This design comes from an exercise in tuning for small area and a short achievable clock period on the open sky130 flow, not from production work.
Function was checked by simulation only, so behaviour that the tests miss may differ from the original.
Power is estimated from default activity; no workload was simulated.

File: flow/run.sh
#!/bin/bash
# synth_recipe.tcl (not shown) runs the flow's synth.tcl, then flattens the netlist and writes it again
# the make line also repeats each setting of config.mk as NAME=value (left out here)
make -C /OpenROAD-flow-scripts/flow DESIGN_CONFIG=/design/flow/config.mk WORK_HOME=/design/flow/orfs CLKGATE_MAP_FILE= SYNTH_SCRIPT=/design/flow/synth_recipe.tcl finish
File: flow/config.mk
export PLATFORM = sky130hd
export DESIGN_NAME = merge_fifo_ctrl
export DESIGN_NICKNAME = merge_fifo_ctrl
export VERILOG_FILES = /design/flow/design.v
export SDC_FILE = /design/flow/constraint.sdc
export NUM_CORES = 4
export LEC_CHECK = 0
export CAP_MARGIN = 20
export CORE_MARGIN = 2
export CORE_UTILIZATION = 45
export SLEW_MARGIN = 20
export SYNTH_MEMORY_MAX_BITS = 8192
File: flow/constraint.sdc
create_clock -name core_clock -period 10.0 [get_ports {clk_i}]
set_input_delay 2.0000 -clock core_clock [delete_from_list [all_inputs] [get_ports {clk_i}]]
set_output_delay 2.0000 -clock core_clock [all_outputs]
set_load 0.01 [all_outputs]
File: flow/design.v
package merge_fifo_ctrl_pkg;
   localparam int OUT_DEPTH = 2;
   typedef enum logic {CH0 = 1'b0, CH1 = 1'b1} chan_e;
endpackage
module tdpram_v #(
   parameter int AWIDTH = 8,
   parameter int DWIDTH = 17,
   parameter int DEPTH  = 0
) (
   input  logic              clk1_i,
   input  logic              clk2_i,
   input  logic              wen1_i,
   input  logic [AWIDTH-1:0] addr1_i,
   input  logic [DWIDTH-1:0] data1_i,
   input  logic              wen2_i,
   input  logic [AWIDTH-1:0] addr2_i,
   input  logic [DWIDTH-1:0] data2_i,
   output logic [DWIDTH-1:0] q2_o
);
   localparam int NWORDS = (DEPTH == 0) ? (2 ** AWIDTH) : DEPTH;
   logic [DWIDTH-1:0] mem [NWORDS];
   always_ff @(posedge clk1_i) begin
      if (wen1_i)
         mem[addr1_i] <= data1_i;
      else if (wen2_i)
         mem[addr2_i] <= data2_i;
   end
   always_ff @(posedge clk2_i)
      q2_o <= mem[addr2_i];
endmodule
module merge_fifo_ctrl #(
   parameter int AWIDTH = 8,
   parameter int DWIDTH = 16
) (
   input  logic              clk_i,
   input  logic              rst_i,
   input  logic [DWIDTH-1:0] s0_data_i,
   input  logic              s0_valid_i,
   output logic              s0_ready_o,
   input  logic [DWIDTH-1:0] s1_data_i,
   input  logic              s1_valid_i,
   output logic              s1_ready_o,
   output logic [DWIDTH-1:0] m_data_o,
   output logic              m_chan_o,
   output logic              m_valid_o,
   input  logic              m_ready_i,
   output logic [AWIDTH+1:0] level_o,
   output logic              full_o,
   output logic              empty_o
);
   localparam int PTR_W    = AWIDTH + 1;   
   localparam int CHAN_BIT = DWIDTH;
   localparam int RW       = DWIDTH + 1;
   localparam int LW       = AWIDTH + 2;
   logic [PTR_W-1:0] wr_ptr, rd_ptr, occ;
   logic             rd_pend;
   logic [1:0]       out_cnt;
   merge_fifo_ctrl_pkg::chan_e last_grant;
   logic [RW-1:0]    out_q, skid_q, ram_q, wr_word;
   logic             gnt0, gnt1, acc0, acc1, acc, pop, issue, ram_empty;
   logic [2:0]       nxt_busy;
   assign occ       = wr_ptr - rd_ptr;
   assign full_o    = (wr_ptr[AWIDTH] != rd_ptr[AWIDTH]) &&
                      (wr_ptr[AWIDTH-1:0] == rd_ptr[AWIDTH-1:0]);
   assign ram_empty = (wr_ptr == rd_ptr);
   assign gnt0 = s0_valid_i && (!s1_valid_i || last_grant == merge_fifo_ctrl_pkg::CH1);
   assign gnt1 = s1_valid_i && (!s0_valid_i || last_grant == merge_fifo_ctrl_pkg::CH0);
   assign s0_ready_o = gnt0 && !full_o && !rst_i;
   assign s1_ready_o = gnt1 && !full_o && !rst_i;
   assign acc0       = s0_valid_i && s0_ready_o;
   assign acc1       = s1_valid_i && s1_ready_o;
   assign acc        = acc0 || acc1;
   assign wr_word    = acc1 ? {1'b1, s1_data_i} : {1'b0, s0_data_i};
   assign m_valid_o = (out_cnt != 2'd0);
   assign m_data_o  = out_q[DWIDTH-1:0];
   assign m_chan_o  = out_q[CHAN_BIT];
   assign pop       = m_valid_o && m_ready_i;
   assign nxt_busy = 3'(out_cnt) + 3'(rd_pend) - 3'(pop);
   assign issue    = !ram_empty && (nxt_busy < 3'(merge_fifo_ctrl_pkg::OUT_DEPTH));
   assign level_o = LW'(occ) + LW'(rd_pend) + LW'(out_cnt);
   assign empty_o = (level_o == '0);
   always_ff @(posedge clk_i) begin
      if (rst_i) begin
         wr_ptr     <= '0;
         rd_ptr     <= '0;
         rd_pend    <= 1'b0;
         out_cnt    <= 2'd0;
         last_grant <= merge_fifo_ctrl_pkg::CH1;
         out_q      <= '0;
         skid_q     <= '0;
      end else begin
         if (acc) begin
            wr_ptr     <= wr_ptr + PTR_W'(1);
            last_grant <= acc1 ? merge_fifo_ctrl_pkg::CH1 : merge_fifo_ctrl_pkg::CH0;
         end
         if (issue)
            rd_ptr <= rd_ptr + PTR_W'(1);
         rd_pend <= issue;
         if (pop) begin
            if (out_cnt == 2'd2) begin
               out_q <= skid_q;
               if (rd_pend)
                  skid_q <= ram_q;
               else
                  out_cnt <= 2'd1;
            end else if (rd_pend) begin
               out_q <= ram_q;
            end else begin
               out_cnt <= 2'd0;
            end
         end else if (rd_pend) begin
            if (out_cnt == 2'd0) begin
               out_q   <= ram_q;
               out_cnt <= 2'd1;
            end else begin
               skid_q  <= ram_q;
               out_cnt <= 2'd2;
            end
         end
      end
   end
   tdpram_v #(
      .AWIDTH (AWIDTH),
      .DWIDTH (RW),
      .DEPTH  (0)
   ) u_ram (
      .clk1_i  (clk_i),
      .clk2_i  (clk_i),
      .wen1_i  (acc),
      .addr1_i (wr_ptr[AWIDTH-1:0]),
      .data1_i (wr_word),
      .wen2_i  (1'b0),
      .addr2_i (rd_ptr[AWIDTH-1:0]),
      .data2_i (RW'(0)),
      .q2_o    (ram_q)
   );
endmodule
==> out/metrics.csv <==
stage,metric,value,unit
status,status,finished clean,
die,die width,622,microns
setup_path,FF-to-FF Start,rd_ptr[1],
power,Pleak,59.4,nW
drt,WL final,519000,microns
drt,antenna-violating nets left,0,
timing,f_max,138,MHz
yosys,synthesis warning total,2,
global_route,vias in the first global route,86700,
global_route,first-pass GRT wire length,714000,microns
cells_and_area,share of post-route cells with drive strength above 1,25.1,%
clock_network,clock tree from TritonCTS,yes,
clock_network,Root Buffer,clkbuf_16,
cells_and_area,area added between synthesis and finish,13.3,%
clock_network,post-CTS setup buffers,0,
clock_network,H-tree depth,5,
hold_path,Worst Hold Class,flop to flop,
drt,Vias/cell,6.43,
yosys,register area share after synthesis,77.0,%
die,die area,386000,sq um
drt,Remaining DRCs,0,
global_route,initial antenna violation count,30,
cells_and_area,nets@finish,8640,
yosys,Seq cells post-synth,4425,
clock_network,"Clk Latency, worst-skew pair",1.03,ns
placed_design,IO buf count,68,
timing,Final Setup Violations,0,
yosys,Post-synth ARST share,0,%
cells_and_area,fillcell total,29500,
timing,Fin Setup TNS,0,ns
setup_path,critical path endpoint category,output pin,
yosys,main combinational cell family by area after synthesis,multiplexers,
setup_path,reg2reg setup slack,3.65,ns
hold_path,Min-Delay Path Depth,2,
drt,detailed-route via count,90000,
hold_path,hold endpoint,out_q[14],
flow_run,max cap viols,0,
timing,crit share post-route,72.3,%
die,Initial Util,45.3,%
yosys,Synth Area in XOR/XNOR,0.138,%
setup_path,peak fanout along the critical path,29,
yosys,Syn Area/Cell,20.9,sq um
drt,initial DRC count,14500,
yosys,"EDFF count, synth",4352,
power,PD cells,235,nW/um^2
yosys,post-synthesis simple-gate area fraction,2.20,%
timing,post-route setup slack,2.77,ns
clock_network,CTS resizes,0,
drt,1st-pass router iterations,6,
placed_design,HPWL Detailed,304000,microns
global_route,largest net degree at the start of global routing,186,
yosys,Synth Area in Compound Gates,3.93,%
clock_network,hold_buf cts,0,
timing,slew margin rel.,9.34,%
die,Row Count,226,
die,height of the die,622,microns
timing,final hold violations,0,
setup_path,CP Data Required Time,8.00,ns
drt,post-DR wirelength/cell,37.1,microns
timing,fin. max-slew vios,0,
timing,Worst Skew,0.0992,ns
setup_path,Setup crit start kind,flop,
placed_design,Placer Congestion,0.893,
setup_path,FF-to-FF End,u_ram.q2_o[3],
die,core area,379000,sq um
setup_path,CP arrival,5.23,ns
timing,RSZ-0062 raised after global routing,no,
clock_network,CTS Buf Count,445,
setup_path,worst r2r path cells,11,
placed_design,Setup WS pre-CTS,3.63,ns
yosys,synthesized instance count,8219,
setup_path,Crit Path Category,flop to output pin,
yosys,post-synth cell types,89,
clock_network,clock slew at reported path FFs,0.06,ns
timing,Worst-Margin Slew,1.36,ns
clock_network,clk sink count,4425,
yosys,post-synthesis cell area,172000,sq um
power,peak supply drop,0.161,mV
clock_network,clk buf depth,4,
yosys,top_reg_cell synth,edfxtp_1,
hold_path,critical hold path startpoint,skid_q[14],
yosys,post-synthesis mux area share,14.6,%
global_route,Tot GR Track Use,26.4,%
yosys,post-synthesis net count,8276,
timing,fin crit period,7.23,ns
die,Ports,69,
global_route,Overflow after GRT,0,
yosys,Synth Area in Adders,0.163,%
worst max-delay path, stage by stage (launching register included):
cell	delay (ns)
dfxtp_4	0.86
inv_8	0.29
ha_1	0.46
nor2_1	0.12
nor2_1	0.05
o31a_1	0.12
or3_4	0.36
and2_1	0.19
or4_1	0.49
a2111oi_2	0.56
clkdlybuf4s50_1	0.64
report_power, final:
part	switching [mW]	internal (mW)	total [mW]
logic	4.65	3.11	7.76
clock network	7.16	9.92	17.1
registers	0.164	20.6	20.8
layout make-up:
| cell class | instances | area [sq um] | area share, % |
|---|---|---|---|
| Tap cell | 5016 | 6280 | 3.23 |
| Multi-Input combinational cell | 3271 | 37200 | 19.1 |
| Antenna cell | 13 | 32.5 | 0.0167 |
| Sequential cell | 4425 | 132000 | 68.0 |
| Clock inverter | 271 | 3060 | 1.58 |
| Timing Repair Buffer | 413 | 3680 | 1.89 |
| Clock buffer | 551 | 11800 | 6.08 |
| Inverter | 27 | 121 | 0.0624 |
worst max path at each step:
stage	cells past startpoint	start	endpoint	slack, ns
after floorplan	14	rd_ptr[5]	u_ram.mem[0][10]	1.44
final	10	rd_ptr[3]	empty_o	2.77
after global routing	10	rd_ptr[2]	empty_o	2.68
after CTS	10	rd_ptr[3]	empty_o	2.84
after detailed placement	9	rst_i	u_ram.mem[3][9]	3.63
after global placement	9	rd_ptr[0]	u_ram.q2_o[3]	3.37
cells in the final DEF (no fill, tap or decap), drive strengths merged, types with 12 or more instances in the layout:
cell           instances
a21oi                185
nor4                  15
bufinv                59
nand4                 12
a31oi                 27
o41ai                 12
xnor2                 15
clkbuf               551
a311oi                19
a211oi                68
xor2                  12
a221oi               120
o221ai                52
mux2                  61
clkinv               184
o211ai                19
edfxtp              4352
a22oi                118
mux4                 866
inv                   39
a22o                  28
ha                    16
nand2                246
nor2                 389
mux2i                474
buf                  346
nor3                  35
nor2b                 23
o21ai                102
clkinvlp              16
o22ai                113
clkdlybuf4s50         67
a2111oi               13
nand2b                12
diode                 13
dfxtp                 73
nand3                 90
Yosys cell counts, drive strengths merged, types with 7 or more instances:
cell type | instances | share of area, %
xor2 | 12 | 0.061
nor2 | 389 | 0.85
inv | 24 | 0.052
mux2 | 61 | 0.40
mux4 | 866 | 11
o41ai | 12 | 0.066
o32ai | 9 | 0.046
xnor2 | 15 | 0.077
o21ai | 102 | 0.30
mux2i | 474 | 2.8
a221o | 8 | 0.047
o221ai | 52 | 0.27
a31oi | 27 | 0.098
nor2b | 23 | 0.084
o22ai | 113 | 0.41
a2111oi | 13 | 0.078
nand3 | 90 | 0.26
dfxtp | 73 | 0.85
o311ai | 7 | 0.036
nand4 | 12 | 0.044
edfxtp | 4352 | 76
a21oi | 185 | 0.54
o2111ai | 11 | 0.056
buf | 331 | 1.5
a221oi | 120 | 0.64
a32oi | 8 | 0.041
o211ai | 19 | 0.083
a22oi | 118 | 0.52
nor4 | 15 | 0.058
nand2b | 12 | 0.044
or2 | 8 | 0.029
nand2 | 246 | 0.54
clkbuf | 160 | 0.36
a211oi | 68 | 0.30
a22o | 28 | 0.14
a311oi | 19 | 0.097
ha | 16 | 0.12
nor3 | 35 | 0.10
per-layer routing:
layer  global-route usage (%)  share of wire [%]  routed length [microns]  up-vias
met4                     9.28                3.9                    20500       10
met2                     39.8                 45                   236000     5728
met1                     37.6                 39                   204000    48200
met3                     6.54                 11                    59100      887
li1                         -                  -                        -    35200
met5                        0              0.011                       57        -
registers in the layout, indices dropped and copies added (netlist names):
name        cells
u_ram.q2_o     17
last_grant      1
out_cnt         2
rd_ptr          9
u_ram.mem    4352
wr_ptr          9
rd_pend         1
out_q          17
skid_q         17
cells by family (layout without fill, tap and decap cells):
family                   count (synthesis)  after routing
adder cells (fa/ha/maj)                 20             20
AND/OR/NAND/NOR                        870            870
XOR/XNOR                                27             27
flip-flops                            4425           4425
AO/OA/AOI/OAI                          953            953
multiplexers                          1401           1401
buffers and inverters                  523           1262
other                                    0             13
per-stage QoR:
step / cell area, sq um / std cells / util [%] / hold slack [ns] / power, mW
final: 194000 / 14000 / 51.3 / 0.488 / 45.6
after detailed placement: 179000 / 13100 / 47.3 / 0.476 / 28.9
after global routing: 194000 / 14000 / 51.3 / 0.500 / 46.8
after CTS: 194000 / 14000 / 51.2 / 0.484 / 45.7
after floorplan: 172000 / 8219 / - / 0.458 / 26.5
after global placement: 179000 / 13100 / 47.2 / 0.468 / 28.8

-- port drivers added, routing unchanged --
The results above use ideal ports. As a check the final layout listed here was re-extracted and re-timed, cells and wires unchanged.
Step 1: set_driving_cell puts a clkbuf_16 on clk_i and a buf_2 on each other input, an assumption about the parent block.
Step 2 times the ports against the registers' clock, not the clock port: input delays grow and output delays shrink by t, the midpoint of the rising clock arrivals with the driver on.
a / b / c = no drivers / after step 1 / after step 2; a / b = the first two.
t, ns: 1.097
setup slack, ns: 2.774 / 2.663 / 3.647
hold slack, ns: 0.488 / 0.488 / 0.488
worst setup path after step 2: register to register
clock arrival spread, ns: 0.101 / 0.101
After both steps setup and hold are still met in this run. For this run, drivers alone change the setup slack by -0.111 ns; drivers and shift together by +0.873 ns.
